This design comes from an exercise in tuning for small area, a short achievable clock period and few clock cycles per item on the open sky130 flow, not from production work.
The RTL was checked by simulation tests, not by an equivalence proof against the original design.

Design radial_vignette_pixel_top, start of the top module:
module radial_vignette_pixel_top
(
	input  wire logic              clk,
	input  wire logic              arst_n,
	input  wire logic              s_tvalid,
	output logic                   s_tready,
	input  wire logic [47:0]       s_tdata,
	output logic                   m_tvalid,
	input  wire logic              m_tready,
	output logic [23:0]            m_tdata,
	input  wire logic              cfg_we,
	input  wire logic [1:0]        cfg_index,
	input  wire logic [CFG_W-1:0]  cfg_data
);
For scale: roughly 19000 cells after synthesis, about 98 I/O pins, about 170000 um^2 of cells after synthesis.
export LEC_CHECK = 0
export ABC_AREA = 1
export CAP_MARGIN = 20
export CORE_MARGIN = 2
export CORE_UTILIZATION = 55
export SLEW_MARGIN = 20
export SETUP_SLACK_MARGIN = 6.5
create_clock -name core_clock -period 10.0 [get_ports {clk}]
standard.sh (not shown) runs the stock make flow with config.mk's settings and CLKGATE_MAP_FILE= SYNTH_SCRIPT=/design/flow/synth_recipe.tcl, a recipe that flattens the netlist after the stock synthesis.
==> flow/flow/run.sh <==
#!/bin/bash
set -euo pipefail
echo "export SETUP_SLACK_MARGIN = 6.5" >> config.mk
bash standard.sh > standard.log 2>&1
Testbench counts at the start, summed over its fixed seeds: cycles 17,440, items 16,384.
Change:
--- a/flow/design.v
+++ b/flow/design.v
@@ -678,21 +678,21 @@
 	input  wire logic [47:0]       s_tdata,
 	output logic                   m_tvalid,
 	input  wire logic              m_tready,
 	output logic [23:0]            m_tdata,
 	input  wire logic              cfg_we,
 	input  wire logic [1:0]        cfg_index,
 	input  wire logic [CFG_W-1:0]  cfg_data
 );
-	localparam int NP = 32;    
+	localparam int NP = 31;    
 	logic [DIM_W-1:0] width_q, height_q;
 	logic [FX_W-1:0]  radius_q, strength_q;
 	logic             den_pend;
-	logic             tok0, tok1, tok2;
+	logic             tok0, tok1;
 	logic [26:0]      num_c;
 	logic             en;
 	always_ff @(posedge clk or negedge arst_n) begin
 		if (!arst_n) begin
 			width_q    <= 13'd640;
 			height_q   <= 13'd480;
 			radius_q   <= 17'd32768;
 			strength_q <= 17'd32768;
@@ -701,35 +701,33 @@
 				2'd0: width_q    <= cfg_data[DIM_W-1:0];
 				2'd1: height_q   <= cfg_data[DIM_W-1:0];
 				2'd2: radius_q   <= cfg_data;
 				2'd3: strength_q <= cfg_data;
 				default: ;
 			endcase
 		end
 	end
-	logic [25:0] den_a, den_b;
-	logic [27:0] d3_a, d3_b;
+	logic [25:0] den_a;
+	logic [27:0] d3_a;
 	always_ff @(posedge clk or negedge arst_n) begin
 		if (!arst_n) begin
 			den_pend <= 1'b0;
 			den_a    <= 26'd640000;
 		end else begin
 			if (cfg_we && !cfg_index[1])
 				den_pend <= 1'b1;
 			else if (en)
 				den_pend <= 1'b0;
-			if (en && tok2)
+			if (en && tok1)
 				den_a <= num_c[25:0];
 		end
 	end
 	always_ff @(posedge clk) begin
-		den_b <= den_a;
 		d3_a  <= 28'(den_a) + 28'({den_a, 1'b0});
-		d3_b  <= d3_a;
 	end
 	logic [16:0] fd_a;
 	logic [18:0] fd3_a;
 	logic [17:0] s3_q;
 	always_ff @(posedge clk) begin
 		fd_a  <= 17'h10000 - radius_q;
 		fd3_a <= 19'(fd_a) + 19'({fd_a, 1'b0});
 		s3_q  <= 18'(strength_q[15:0]) + 18'({strength_q[15:0], 1'b0});
@@ -775,43 +773,34 @@
 	end
 	logic        v   [NP];
 	logic [23:0] rgb [NP];
 	always_ff @(posedge clk or negedge arst_n) begin
 		if (!arst_n) begin
 			for (int i = 0; i < NP; i++) v[i] <= 1'b0;
 			tok0 <= 1'b0;
 			tok1 <= 1'b0;
-			tok2 <= 1'b0;
 		end else if (en) begin
 			v[0] <= s_tvalid && s_tready;
 			for (int i = 1; i < NP; i++) v[i] <= v[i-1];
 			tok0 <= den_pend;
 			tok1 <= tok0;
-			tok2 <= tok1;
 		end
 	end
 	assign vl = v[NP-1];
 	always_ff @(posedge clk) begin
 		if (en) begin
 			rgb[0] <= s_tdata[47:24];
 			for (int i = 1; i < NP; i++) rgb[i] <= rgb[i-1];
 		end
 	end
-	logic [11:0] col0, row0;
-	always_ff @(posedge clk) begin
-		if (en) begin
-			col0 <= s_tdata[11:0];
-			row0 <= s_tdata[23:12];
-		end
-	end
 	logic [13:0] dxa, dxb, dya, dyb;
 	logic [12:0] cx, cy;
-	assign cx  = tok0 ? 13'd0 : {col0, 1'b0};
-	assign cy  = tok0 ? 13'd0 : {row0, 1'b0};
+	assign cx  = den_pend ? 13'd0 : {s_tdata[11:0], 1'b0};
+	assign cy  = den_pend ? 13'd0 : {s_tdata[23:12], 1'b0};
 	assign dxa = {1'b0, cx} - {1'b0, w_eff};
 	assign dxb = {1'b0, w_eff} - {1'b0, cx};
 	assign dya = {1'b0, cy} - {1'b0, h_eff};
 	assign dyb = {1'b0, h_eff} - {1'b0, cy};
 	logic [12:0] adx1, ady1;
 	always_ff @(posedge clk) begin
 		if (en) begin
 			adx1 <= dxa[13] ? dxb[12:0] : dxa[12:0];
@@ -848,23 +837,18 @@
 		logic [27:0] dd3;
 		if (i == 1) begin : g_f
 			assign r_in = num3[26:2];
 			assign p_in = num3[1:0];
 		end else begin : g_n
 			assign r_in = g_rd[i-1].r_q;
 			assign p_in = 2'b00;
 		end
-		if (i <= 4) begin : g_ca
-			assign dd  = den_a;
-			assign dd3 = d3_a;
-		end else begin : g_cb
-			assign dd  = den_b;
-			assign dd3 = d3_b;
-		end
+		assign dd  = den_a;
+		assign dd3 = d3_a;
 		rvp_div_pipe #(.RW(25), .DW(26)) u_step (
 			.r(r_in), .p(p_in), .d(dd), .d3(dd3), .ro(r_o), .q(q_o)
 		);
 		always_ff @(posedge clk) begin
 			if (en) begin
 				r_q <= r_o;
 				q_q <= q_o;
 			end
@@ -1016,23 +1000,23 @@
 		else               st = {1'b0, stsum[31:16]};
 	end
 	logic [16:0] ff33;
 	logic [9:0]  c3_33 [3];
 	always_ff @(posedge clk) begin
 		if (en) begin
 			ff33 <= act[29] ? (17'h10000 - st) : 17'h10000;
 			for (int ch = 0; ch < 3; ch++)
-				c3_33[ch] <= 10'(rgb[29][8*ch+7 -: 8]) + 10'({rgb[29][8*ch+7 -: 8], 1'b0});
+				c3_33[ch] <= 10'(rgb[28][8*ch+7 -: 8]) + 10'({rgb[28][8*ch+7 -: 8], 1'b0});
 		end
 	end
 	logic [23:0] ps_c [3], pc_c [3], ps34 [3], pc34 [3];
 	logic        f16_34;
 	for (genvar ch = 0; ch < 3; ch++) begin : g_ch
-		rvp_csa_mch u_m (.f(ff33[15:0]), .c1(rgb[30][8*ch+7:8*ch]), .c3(c3_33[ch]), .s(ps_c[ch]), .c(pc_c[ch]));
+		rvp_csa_mch u_m (.f(ff33[15:0]), .c1(rgb[29][8*ch+7:8*ch]), .c3(c3_33[ch]), .s(ps_c[ch]), .c(pc_c[ch]));
 		always_ff @(posedge clk) begin
 			if (en) begin
 				ps34[ch] <= ps_c[ch];
 				pc34[ch] <= pc_c[ch];
 			end
 		end
 	end
 	always_ff @(posedge clk) begin
Effect: The new run finished clean; wire length is lower by 0.71%; critical path depth fell by 2; non-clock buffer count goes up by 91; via count falls by 0.66%; register-to-register slack degrades by 0.11 ns; worst setup slack is worse by 0.11 ns; sequential share of layout area goes down by 1.2 points; first-iteration DRC count grows by 11%; maximum frequency is lower by 2.9%.
Testbench counts after the change, summed over its fixed seeds: cycles 17,408, items 16,384.

-- what the ideal ports hide --
No port has a modelled driver above. Below, the same layouts with a new extraction and two added sets of constraints.
Step 1, drivers: a clkbuf_16 drives clk and a buf_2 each remaining input, both assumed.
Step 2, shift: input delay + t, output delay - t, t = (earliest + latest rising clock arrival at the registers) / 2. This alone moves slack from input paths to output paths.
a / b / c = no drivers / after step 1 / after step 2; a / b = the first two.
run	shift t [ns]	setup WS [ns]	worst setup path at the end	worst slew at a driven data input, ns	cell pins on the clock port's net
the first run	1.040	6.297 / 6.197 / 5.758	input to register	0.22	1
the second run	1.002	6.187 / 6.162 / 5.633	input to register	0.08	1
After both steps setup and hold are still met in every run listed. For the second run, which loses most, drivers alone change the setup slack by -0.025 ns; drivers and shift together by -0.554 ns.
